Context: an optimization exercise on an open-source flow, tuned for small area, a short achievable clock period and few clock cycles per item. The choices shown serve that exercise and are no tape-out recipe. In this exercise RTL edits were held to simulation tests only and were not proved equivalent to the original. Power is estimated from default activity; no workload was simulated.

File: design/flow/design.v
`default_nettype none
package cache_pkg;
    typedef enum logic [1:0] {
        MesiInvalid   = 2'b00,
        MesiShared    = 2'b01,
        MesiExclusive = 2'b10,
        MesiModified  = 2'b11
    } mesiState;
    typedef enum logic [2:0] {
        StIdle,
        StLookup,
        StWriteBack,
        StFill,
        StUpgrade,
        StUpdate,
        StDone
    } ctrlState;
    typedef enum logic [2:0] {
        OpNone,
        OpRead,
        OpReadEx,
        OpInvalidate,
        OpWriteBack
    } busOp;
endpackage
`default_nettype wire
`timescale 1ns/1ps
`default_nettype none
module cache_top (
    input  logic                     clk,
    input  logic                     reset,
    input  logic                     cpuRead,
    input  logic                     cpuWrite,
    input  logic [32-1:0] cpuAddr,
    input  logic [32-1:0] cpuWriteData,
    output logic [32-1:0] cpuReadData,
    output logic                     cpuDone,
    output logic                     busReq,
    input  logic                     busGnt,
    output logic [32-1:0] busAddr,
    output logic [32-1:0] busWriteData,
    output logic                     busRead,
    output logic                     busReadEx,
    output logic                     busInvalidate,
    output logic                     memWrite,
    input  logic [32-1:0] busReadData,
    input  logic                     dataInBus,
    input  logic                     sharedIn,
    input  logic                     memWriteDone,
    input  logic                     allInvalidationDone,
    input  logic                     snoopValid,
    input  logic                     snoopInvalidate,
    input  logic [32-1:0] snoopAddr,
    output logic                     invalidationDone
);
    localparam int TW = 26;
    localparam int DW = 32;
    localparam int IW = 4;
    localparam int NS = 16;
    localparam int NW = 4;
    localparam logic [1:0] StIdle = 2'd0;
    localparam logic [1:0] StWb   = 2'd1;
    localparam logic [1:0] StFill = 2'd2;
    localparam logic [1:0] StUpg  = 2'd3;
    logic [NS-1:0][NW-1:0][TW-1:0] lineTag;
    logic [NS-1:0][NW-1:0][1:0]    lineState;
    logic [NS-1:0][NW-1:0][DW-1:0] lineData;
    logic [NS-1:0][1:0]            pointer;
    logic [1:0] state;
    logic [1:0] wayReg;
    logic       noFreeReg;
    logic          req;
    logic [31:0]   la;
    logic [IW-1:0] idx;
    logic [TW-1:0] tag;
    assign req = cpuRead | cpuWrite;
    assign la  = req ? cpuAddr : snoopAddr;
    assign idx = la[2 +: IW];
    assign tag = la[32-1 -: TW];
    logic [NW-1:0][TW-1:0] setTag;
    logic [NW-1:0][1:0]    setState;
    logic [NW-1:0][DW-1:0] setData;
    logic [NW-1:0]         hitVec;
    logic [NW-1:0]         freeVec;
    assign setTag   = lineTag[idx];
    assign setState = lineState[idx];
    assign setData  = lineData[idx];
    always_comb
    begin
        for (int w = 0; w < NW; w++)
        begin
            freeVec[w] = (setState[w] == cache_pkg::MesiInvalid);
            hitVec[w]  = !freeVec[w] && (setTag[w] == tag);
        end
    end
    logic          hit;
    logic [1:0]    hitState;
    logic [DW-1:0] hitData;
    logic          freeFound;
    logic [1:0]    freeWay;
    logic [1:0]    victim;
    logic          victimDirty;
    always_comb
    begin
        hitState = '0;
        hitData  = '0;
        for (int w = 0; w < NW; w++)
        begin
            hitState = hitState | ({2{hitVec[w]}} & setState[w]);
            hitData  = hitData  | ({DW{hitVec[w]}} & setData[w]);
        end
    end
    assign hit = |hitVec;
    assign freeFound = |freeVec;
    assign freeWay   = freeVec[0] ? 2'd0 : freeVec[1] ? 2'd1 : freeVec[2] ? 2'd2 : 2'd3;
    assign victim    = freeFound ? freeWay : pointer[idx];
    assign victimDirty = (setState[victim] == cache_pkg::MesiModified);
    logic [1:0] wbWay;
    assign wbWay = (state == StIdle) ? victim : wayReg;
    logic idleReq;
    logic rdHit;
    logic wrHitOwn;
    logic wrHitShared;
    logic missReq;
    logic snoopHit;
    logic fillDone;
    logic upgDone;
    assign idleReq     = (state == StIdle) && req;
    assign rdHit       = idleReq && hit && !cpuWrite;
    assign wrHitShared = idleReq && hit && cpuWrite && (hitState == cache_pkg::MesiShared);
    assign wrHitOwn    = idleReq && hit && cpuWrite && (hitState != cache_pkg::MesiShared);
    assign missReq     = idleReq && !hit;
    assign snoopHit    = (state == StIdle) && !req && snoopValid && snoopInvalidate && hit;
    assign fillDone    = (state == StFill) && dataInBus;
    assign upgDone     = (state == StUpg) && allInvalidationDone;
    logic opWb;
    logic opFill;
    logic opUpg;
    assign opWb   = (missReq && victimDirty) || (state == StWb);
    assign opFill = (missReq && !victimDirty) || (state == StFill);
    assign opUpg  = wrHitShared || (state == StUpg);
    assign busReq        = opWb || opFill || opUpg;
    assign memWrite      = busGnt && opWb;
    assign busRead       = busGnt && opFill && !cpuWrite;
    assign busReadEx     = busGnt && opFill && cpuWrite;
    assign busInvalidate = busGnt && opUpg;
    assign busAddr      = {(opWb ? setTag[wbWay] : cpuAddr[32-1 -: TW]),
                           cpuAddr[2 +: IW], {2{1'b0}}};
    assign busWriteData = setData[wbWay];
    assign cpuDone     = rdHit || wrHitOwn || fillDone || upgDone;
    assign cpuReadData = (state == StFill) ? busReadData : hitData;
    logic [NW-1:0] wrWayVec;
    logic          wrState;
    logic          wrData;
    logic          wrTag;
    logic [1:0]    newState;
    logic [DW-1:0] newData;
    always_comb
    begin
        for (int w = 0; w < NW; w++)
            wrWayVec[w] = (state == StIdle) ? hitVec[w] : (wayReg == 2'(w));
    end
    assign wrData  = wrHitOwn || fillDone || upgDone;
    assign wrState = wrData || snoopHit;
    assign wrTag   = fillDone;
    assign newData = cpuWrite ? cpuWriteData : busReadData;
    always_comb
    begin
        if (state == StIdle)
            newState = req ? cache_pkg::MesiModified : cache_pkg::MesiInvalid;
        else if (state == StFill && !cpuWrite)
            newState = sharedIn ? cache_pkg::MesiShared : cache_pkg::MesiExclusive;
        else
            newState = cache_pkg::MesiModified;
    end
    for (genvar s = 0; s < NS; s++)
    begin : g_set
        logic setSel;
        assign setSel = (idx == IW'(s));
        for (genvar w = 0; w < NW; w++)
        begin : g_way
            logic lineSel;
            assign lineSel = setSel && wrWayVec[w];
            always_ff @(posedge clk)
            begin
                if (reset)
                    lineState[s][w] <= cache_pkg::MesiInvalid;
                else if (wrState && lineSel)
                    lineState[s][w] <= newState;
            end
            always_ff @(posedge clk)
            begin
                if (wrTag && lineSel)
                    lineTag[s][w] <= cpuAddr[32-1 -: TW];
            end
            always_ff @(posedge clk)
            begin
                if (wrData && lineSel)
                    lineData[s][w] <= newData;
            end
        end
        always_ff @(posedge clk)
        begin
            if (reset)
                pointer[s] <= '0;
            else if (fillDone && noFreeReg && setSel)
                pointer[s] <= pointer[s] + 2'd1;
        end
    end
    always_ff @(posedge clk)
    begin
        if (reset)
            state <= StIdle;
        else
        begin
            case (state)
                StIdle:
                begin
                    if (missReq)
                        state <= victimDirty ? StWb : StFill;
                    else if (wrHitShared)
                        state <= StUpg;
                end
                StWb:
                    if (memWriteDone)
                        state <= StFill;
                StFill:
                    if (dataInBus)
                        state <= StIdle;
                default:
                    if (allInvalidationDone)
                        state <= StIdle;
            endcase
        end
    end
    always_ff @(posedge clk)
    begin
        if (state == StIdle)
        begin
            wayReg    <= missReq ? victim : hitVec[3] ? 2'd3 : hitVec[2] ? 2'd2 : hitVec[1] ? 2'd1 : 2'd0;
            noFreeReg <= !freeFound;
        end
    end
    always_ff @(posedge clk)
    begin
        if (reset)
            invalidationDone <= 1'b0;
        else
            invalidationDone <= snoopHit;
    end
endmodule
`default_nettype wire
File: design/flow/config.mk
export PLATFORM = sky130hd
export DESIGN_NAME = cache_top
export DESIGN_NICKNAME = cache_top
export VERILOG_FILES = /design/flow/design.v
export SDC_FILE = /design/flow/constraint.sdc
export NUM_CORES = 4
export LEC_CHECK = 0
export CAP_MARGIN = 20
export CORE_MARGIN = 2
export CORE_UTILIZATION = 25
export PLACE_DENSITY = 0.3
export SETUP_SLACK_MARGIN = 0.3
export SLEW_MARGIN = 20
File: design/flow/run.sh
#!/bin/bash
# synth_recipe.tcl (not shown) runs the flow's synth.tcl, then flattens the netlist and writes it again
# the make line also repeats each setting of config.mk as NAME=value (left out here)
make -C /OpenROAD-flow-scripts/flow DESIGN_CONFIG=/design/flow/config.mk WORK_HOME=/design/flow/orfs CLKGATE_MAP_FILE= SYNTH_SCRIPT=/design/flow/synth_recipe.tcl finish
File: design/flow/constraint.sdc
create_clock -name core_clock -period 14.0 [get_ports {clk}]
set_input_delay 2.8000 -clock core_clock [delete_from_list [all_inputs] [get_ports {clk}]]
set_output_delay 2.8000 -clock core_clock [all_outputs]
set_load 0.01 [all_outputs]
==> metrics.cfg, run 1 <==
[power]
power.density_mw_per_mm2 = 155
vdd_ir_drop_max_mv = 0.122
p_leak_uw = 0.0543

[cts]
cts_buffers = 455
clock_path_buffers = 4
clk-insertion-delay-late_ns = 1.05
clock-sinks = 3878
cts-root-buf = clkbuf_16
cts_tree = done
ctsHoldBuffers = 0
cts_setup_buffers = 0
clk_pin_slew_worst_paths_ns = 0.06
cts_resized = 0
cts-htree-levels = 5

[worst_setup_path]
required_ns = 11.20
crit_family = simple AND/OR/NAND/NOR gates
worstSetupEndpointType = output pin
cp.depth = 16
ff2ff_path_depth = 13
cp.arrival_ns = 10.43
critPathBufInv = 4
critPathKind = in -> out
crit_chain = clkdlybuf4s50_1 -> or4_1 -> o31a_2 -> buf_4 -> o22ai_1 -> o21ai_0 -> nand4_1 -> xor2_1 -> nor4_1 -> nand4_1 -> or3_2 -> and4_1 -> a41oi_4 -> buf_12 -> a21o_1 -> clkdlybuf4s50_1
crit_path_start_kind = input pin
crit_slowest_cell = o31a_2
worst-path-max-fanout = 52
max_stage_delay_ns = 0.84

[logic_synthesis]
synth_enable_flop_cells = 3715
synth-seq-area-share_pct = 78.1
synth-seq-cells = 3878
ys_types = 68
syn_area_mm2 = 0.147
syn_avg_cell_area_um2 = 15.9
synth.largest_area_cell = edfxtp_1
ys_async_sr_fraction_pct = 0
synthCells = 9265
synth.area.top_cells = edfxtp_1 (76%), a22oi_1 (5.6%), o22ai_1 (3.9%)
yosys_warnings = 1
synthFlopType = edfxtp_1
synth_top_area_share_pct = 75.8

[cells_and_area]
final_common_cell = edfxtp_1
multiInputGateArea_mm2 = 0.0311
nets = 9890
final_cell_mix = edfxtp_1 (3715), a22oi_1 (1096), o22ai_1 (906)
fillCellCount = 58100
final_layout_size_suffix_gt1_share_pct = 13.8
seq_area_mm2 = 0.115
areaGrowthSynthToFinish_pct = 20.4

[sta]
rsz0062_at_grt = false
fin_worst_skew_ns = 0.0791
tightest_slew_ns = 1.28
hold_viol_final = 0
fin_crit_sh_pct = 94.5
fin_crit_ns = 13.23
layout_setup_ws_ns = 0.770
fmax_mhz = 75.6
drv_slew = 0
setup_tns_ns = 0
maxSlewHeadroom_pct = 12.0
holdWs_ns = 0.477
setup_viol = 0

[detailed_routing]
wl_met3_mm = 23.3
wl_met1_mm = 261
num_vias = 89500
wl_met2_mm = 290
highest_layer = met4
drt-pass1-iter-count = 6
drtAntennaViolNets = 0
drtIter0Drc = 7066
wirelength_mm = 587
avgViaCountPerCell = 4.99
wl_per_cell_um = 32.8
drcViolationCount = 0

[global_routing]
grtUsageTotal_pct = 19.1
grt_pass1_vias = 90600
grt_overflow = 0
grt_pass1_wl_mm = 794
grt_antenna_before_repair = 26
grt_max_degree = 129

[placement]
io_buffers = 235
hpwlAfterDp_mm = 337
dp_slack_ns = 0.602
gp_congestion = 0.788

[worst_hold_path]
hp-class = reg -> reg
whs_path_depth = 2

[die]
io_pins = 242
start_util_pct = 25.1
die_y_um = 771
dieArea_mm2 = 0.595
coreArea_mm2 = 0.586
num_rows = 281
die_width_um = 771

[job]
max_cap_violations = 0

[outcome]
outcome = finished clean

==> final cells by class <==
type,instances,share of cell area [%]
multi-input combinational,4666,17.6
antenna,18,0.0254
tap,7782,5.50
sequential,3878,64.8
clock buffer,574,6.79
timing repair buffer,706,3.87
clock inverter,265,1.31
inverter,40,0.0848
==> synth_stat cells (6+ instances only) <==
library cell	number
a22oi_1	1096
a211oi_1	15
or4_1	6
o22ai_1	906
o21a_1	8
nand4_1	111
buf_6	9
mux4_2	11
nand2b_1	135
buf_1	45
nor3_1	54
dfxtp_1	163
o211ai_2	9
buf_2	183
edfxtp_1	3715
nor2_1	281
nand2_1	294
buf_4	44
o211ai_1	57
a21o_1	16
inv_1	39
nor4_1	175
a21oi_1	582
or3_1	13
clkbuf_1	401
xnor2_1	36
nand3_1	39
o21ai_1	7
o21ai_0	495
xor2_1	97
mux2i_1	154
==> layer usage <==
layer,up-vias,global-route usage [%]
li1,38800,-
met3,640,2.24
met1,47900,25.7
met5,-,0
met4,0,4.06
met2,2187,33.1
==> logic make-up (layout without fill, tap and decap cells) <==
kind of cell	count (synthesis)	in the layout	share of synthesized area, %
flops	3878	3878	78.1
compound gates	3227	3227	13.9
simple gates	1134	1134	3.81
buf+inv	722	1585	2.16
mux	166	166	1.22
xor+xnor	133	133	0.792
fa+ha+maj	4	4	0.0340
other cells	1	20	0.00255
==> stage by stage <==
step,util (%),cell area (um2),power (uW),cells
6_report,30.2,177000,27400,17900
5_1_grt,30.2,177000,28400,17900
4_1_cts,30.2,177000,27800,17900
3_5_place_dp,27.8,163000,16300,17100
3_3_place_gp,27.7,163000,16300,17100
2_1_floorplan,-,147000,14400,9266
==> worst reg2reg max path, cell delays in order (launching register included) <==
cell,delay (ns)
edfxtp_1,0.33
o22ai_1,0.08
o21ai_0,0.30
nand4_1,0.46
xor2_1,0.30
nor4_1,0.65
nand4_1,0.40
or3_2,0.72
buf_4,0.25
nor2_1,0.24
a31o_2,0.55
nand2_2,0.66
nor2_4,0.78
buf_4,0.43
==> power breakdown <==
group          internal (uW)  switching [uW]
clock network           6590            4880
logic                    856            2300
registers              12800            17.7
total                  20200            7200
==> worst paths after layout <==
path,startpoint,endpoint,slack [ns]
worst max-delay path,cpuRead,busAddr[6],0.77
worst min-delay path,lineState[111],lineState[111],0.48
worst max register to register,lineTag[83],lineData[1272],7.47
worst min register to register,lineState[111],lineState[111],0.48
==> sequential cells by signal, indices dropped and copies added, names as in the netlist <==
register and cells:
state 2, lineTag 1664, wayReg 2, noFreeReg 1
invalidationDone 1, pointer 32, lineData 2048, lineState 128
Testbench counts, summed over its fixed seeds: cycles 70,240, accesses 24,000.
==> inputs of run 2 (changes only) <==
--- a/design/flow/config.mk
+++ b/design/flow/config.mk
@@ -8,6 +8,6 @@
 export CAP_MARGIN = 20
 export CORE_MARGIN = 2
-export CORE_UTILIZATION = 25
-export PLACE_DENSITY = 0.3
-export SETUP_SLACK_MARGIN = 0.3
+export CORE_UTILIZATION = 50
+export PLACE_DENSITY = 0.6
+export SETUP_SLACK_MARGIN = 5
 export SLEW_MARGIN = 20
==> run 2 against run 1 <==
Now fails the layout checks on capacitance limit, slew limit. Combinational power is 25% higher. Design area is 2.7% higher. Clock-buffer cell count is 93 lower. Routed wire length is 14% lower. Register-to-register slack better by 0.29 ns. Sequential share of layout area is 1.7 points lower. Core utilization is 32 points higher. Critical path type unchanged.
==> metrics.cfg, run 2 <==
[global_routing]
grt_pass1_vias = 92400  ; +2.0%
grt_max_degree = 165  ; +28%
grt_pass1_wl_mm = 697  ; -12%
grt_overflow = 0  ; unchanged
grt_antenna_before_repair = 12  ; -54%
grtUsageTotal_pct = 32.8  ; +14 points

[logic_synthesis]
synthCells = 9265  ; unchanged
synth_commonest_cells = edfxtp_1 (3715), a22oi_1 (1096), o22ai_1 (906)
ys_types = 68  ; unchanged
synth_enable_flop_cells = 3715  ; unchanged
syn_avg_cell_area_um2 = 15.9  ; unchanged
synth_most_common_cell = edfxtp_1
syn_area_mm2 = 0.147  ; unchanged
synth.largest_area_cell = edfxtp_1
yosys_warnings = 1  ; unchanged
synth-seq-cells = 3878  ; unchanged
synth.area.top_cells = edfxtp_1 (76%), a22oi_1 (5.6%), o22ai_1 (3.9%)
synth-seq-area-share_pct = 78.1  ; unchanged
synth_top_area_share_pct = 75.8  ; unchanged
ys_async_sr_fraction_pct = 0  ; unchanged
synthFlopType = edfxtp_1

[worst_setup_path]
critPathBufInv = 10  ; +6
cp.arrival_ns = 7.59  ; -2.84 ns
crit_family = simple AND/OR/NAND/NOR gates
worst-path-max-fanout = 6  ; -88%
crit_chain = buf_16 -> or4b_4 -> o21a_4 -> buf_12 -> buf_12 -> buf_8 -> buf_4 -> o22ai_2 -> o21ai_1 -> nand4_1 -> buf_6 -> xor2_4 -> nor4_4 -> nand4_1 -> or3_4 -> and4_4 -> a41oi_4 -> buf_12 -> buf_6 -> buf_6 -> a211oi_2 -> a21o_1 -> buf_2
max_stage_delay_ns = 0.55  ; -0.29 ns
crit_path_start_kind = input pin
worstSetupEndpointType = output pin
required_ns = 11.20  ; about the same
crit_slowest_cell = or4b_4
critPathKind = in -> out

[cells_and_area]
regMostFlops = lineData
seq_area_mm2 = 0.115  ; unchanged
fillCellCount = 21100  ; -64%
nets = 10300  ; +4.1%
final_layout_size_suffix_gt1_share_pct = 22.3  ; +8.5 points
final_common_cell = edfxtp_1
fin_cells = 14400  ; -20%
largest_reg_flops = 2048  ; unchanged
top_regs = lineData: 2048 flops, lineTag: 1664 flops, lineState: 128 flops
final_cell_mix = edfxtp_1 (3715), a22oi_1 (1079), o22ai_1 (760)
areaGrowthSynthToFinish_pct = 23.6
multiInputGateArea_mm2 = 0.0348  ; +12%

[cts]
cts-htree-levels = 5  ; unchanged
cts_buffers = 393  ; -14%
clock_path_buffers = 4  ; unchanged
clk-insertion-delay-late_ns = 0.99  ; -0.06 ns
clk_pin_slew_worst_paths_ns = 0.06  ; about the same
cts-root-buf = clkbuf_16
cts_tree = done
clock-sinks = 3878  ; unchanged

[power]
p_leak_uw = 0.0584  ; +7.7%
power.density_mw_per_mm2 = 151  ; -2.3%
vdd_ir_drop_max_mv = 0.141  ; +16%

[sta]
maxSlewHeadroom_pct = -2.30  ; -14 points
setup_tns_ns = 0  ; unchanged
fin_crit_ns = 10.39  ; -2.84 ns
rsz0062_at_grt = true
fmax_mhz = 96.3  ; +27%
holdWs_ns = 0.481  ; +0.00451 ns
setup_viol = 0  ; unchanged
fin_worst_skew_ns = 0.0785  ; -0.000591 ns
fin_crit_sh_pct = 74.2  ; -20 points
drv_slew = 1  ; +1
tightest_slew_ns = 1.49  ; +0.209 ns
hold_viol_final = 0  ; unchanged

[detailed_routing]
wirelength_mm = 506  ; -14%
num_vias = 96500  ; +7.8%
drcViolationCount = 0  ; unchanged
drt-pass1-iter-count = 7  ; +1
wl_per_cell_um = 35.2  ; +7.3%
avgViaCountPerCell = 6.70  ; +34%
drtAntennaViolNets = 0  ; unchanged
drtIter0Drc = 14100  ; +99%

[worst_hold_path]
hp-class = reg -> reg

[die]
die_y_um = 546  ; -29%
coreArea_mm2 = 0.293  ; -50%
start_util_pct = 50.2  ; +25 points
die_width_um = 546  ; -29%
io_pins = 242  ; unchanged
num_rows = 199  ; -29%
dieArea_mm2 = 0.299  ; -50%

[outcome]
outcome = failed layout checks
so.violations = capacitance limit, slew limit

[placement]
io_buffers = 235  ; unchanged
gp_congestion = 0.989  ; +26%
hpwlAfterDp_mm = 256  ; -24%
dp.cells = 13100  ; -23%

[job]
max_cap_violations = 1  ; +1

run 2: per-stage QoR:
stage                     power [uW]  instance area (um2)  setup slack (ns)  util [%]
after global placement         15800               156000              1.13      53.2
after CTS                      27200               179000              3.90      61.0
after detailed placement       15900               156000              1.09      53.3
after floorplan                14400               148000              4.84         -
after global routing           28100               182000              3.58      62.0
final                          27500               182000              3.61      62.0
run 2: power by group:
group	switching [uW]	internal (uW)
clock	4500	6280
sequential	21.5	12800
combinational	2560	1370
total	7080	20400
run 2: cells by family (layout without fill, tap and decap cells):
| group | count (synthesis) | after routing | share of synthesized area [%] |
|---|---|---|---|
| flip-flops | 3878 | 3878 | 78.1 |
| AO/OA/AOI/OAI | 3227 | 3232 | 13.9 |
| AND/OR/NAND/NOR | 1134 | 1157 | 3.81 |
| buffers and inverters | 722 | 1902 | 2.16 |
| multiplexers | 166 | 167 | 1.22 |
| XOR/XNOR | 133 | 133 | 0.792 |
| adder cells (fa/ha/maj) | 4 | 4 | 0.0340 |
| other | 1 | 10 | 0.00255 |
run 2: path summary, 6_finish.rpt:
kind                               startpoint             to  slack [ns]  depth (start not counted)
worst min register to register  lineState[24]  lineState[24]        0.48                          2
worst max-delay path                 cpuWrite    busAddr[17]        3.61                         23
worst min-delay path            lineState[24]  lineState[24]        0.48                          2
worst max register to register   lineTag[306]   lineData[56]        7.76                         17
run 2: what timing repair did:
action                                   CTS  global route
resized for setup                       1280           330
endpoints found under the setup margin  2512           639
pin swaps                                236           123
gates cloned                             116            11
buffers inserted                         338           113
hold buffers                               0             0
run 2: worst register-to-register path, delay by kind of cell (launching register included):
kind	cells	cell delay [ns]
compound gates	4	0.72
xor+xnor	1	0.19
buf+inv	6	1.79
flops	1	0.38
simple gates	6	2.72
run 2: area by class of cell:
type                       instances  share of cell area, %
clock inverter                   241                   1.60
tap                             3919                   2.70
multi-input combinational       4695                   19.2
clock buffer                     481                   5.72
timing repair buffer            1140                   7.60
inverter                          40                 0.0826
antenna                            8                 0.0110
sequential                      3878                   63.1
run 2: metal layers:
layer / track usage, % / vias up / share of wire [%]
li1: - / 39600 / -
met1: 41.7 / 49300 / 36
met2: 52.3 / 6240 / 47
met3: 7.25 / 1393 / 11
met4: 18.4 / 4 / 6.6
met5: 0 / - / 0.0045

[what the ideal ports hide]
No port has a modelled driver above. Below, the same layouts with a new extraction and two added sets of constraints. Step 1: set_driving_cell puts a clkbuf_16 on clk and a buf_2 on each other input, an assumption about the parent block. Step 2 moves the port delays by t, midway between the first and last clock arrival at a register: inputs arrive t later, outputs are due t later. That takes back most of the time a late clock gives input paths. Three values: ideal, step 1, step 2; two values: the first two.
run | shift t [ns] | setup slack, ns | hold slack, ns | latest minus earliest clock arrival (ns) | worst register clock-pin slew, ns
run 1 | 1.132 | 0.770 / 0.712 / 0.712 | 0.477 / 0.477 / 0.477 | 0.079 / 0.079 | 0.07 / 0.07
run 2 | 1.041 | 3.613 / 3.344 / 3.344 | 0.481 / 0.481 / 0.481 | 0.080 / 0.080 | 0.07 / 0.07
The setup slack of run 2, which loses most, moves by -0.269 ns with the drivers and by -0.269 ns with both steps.
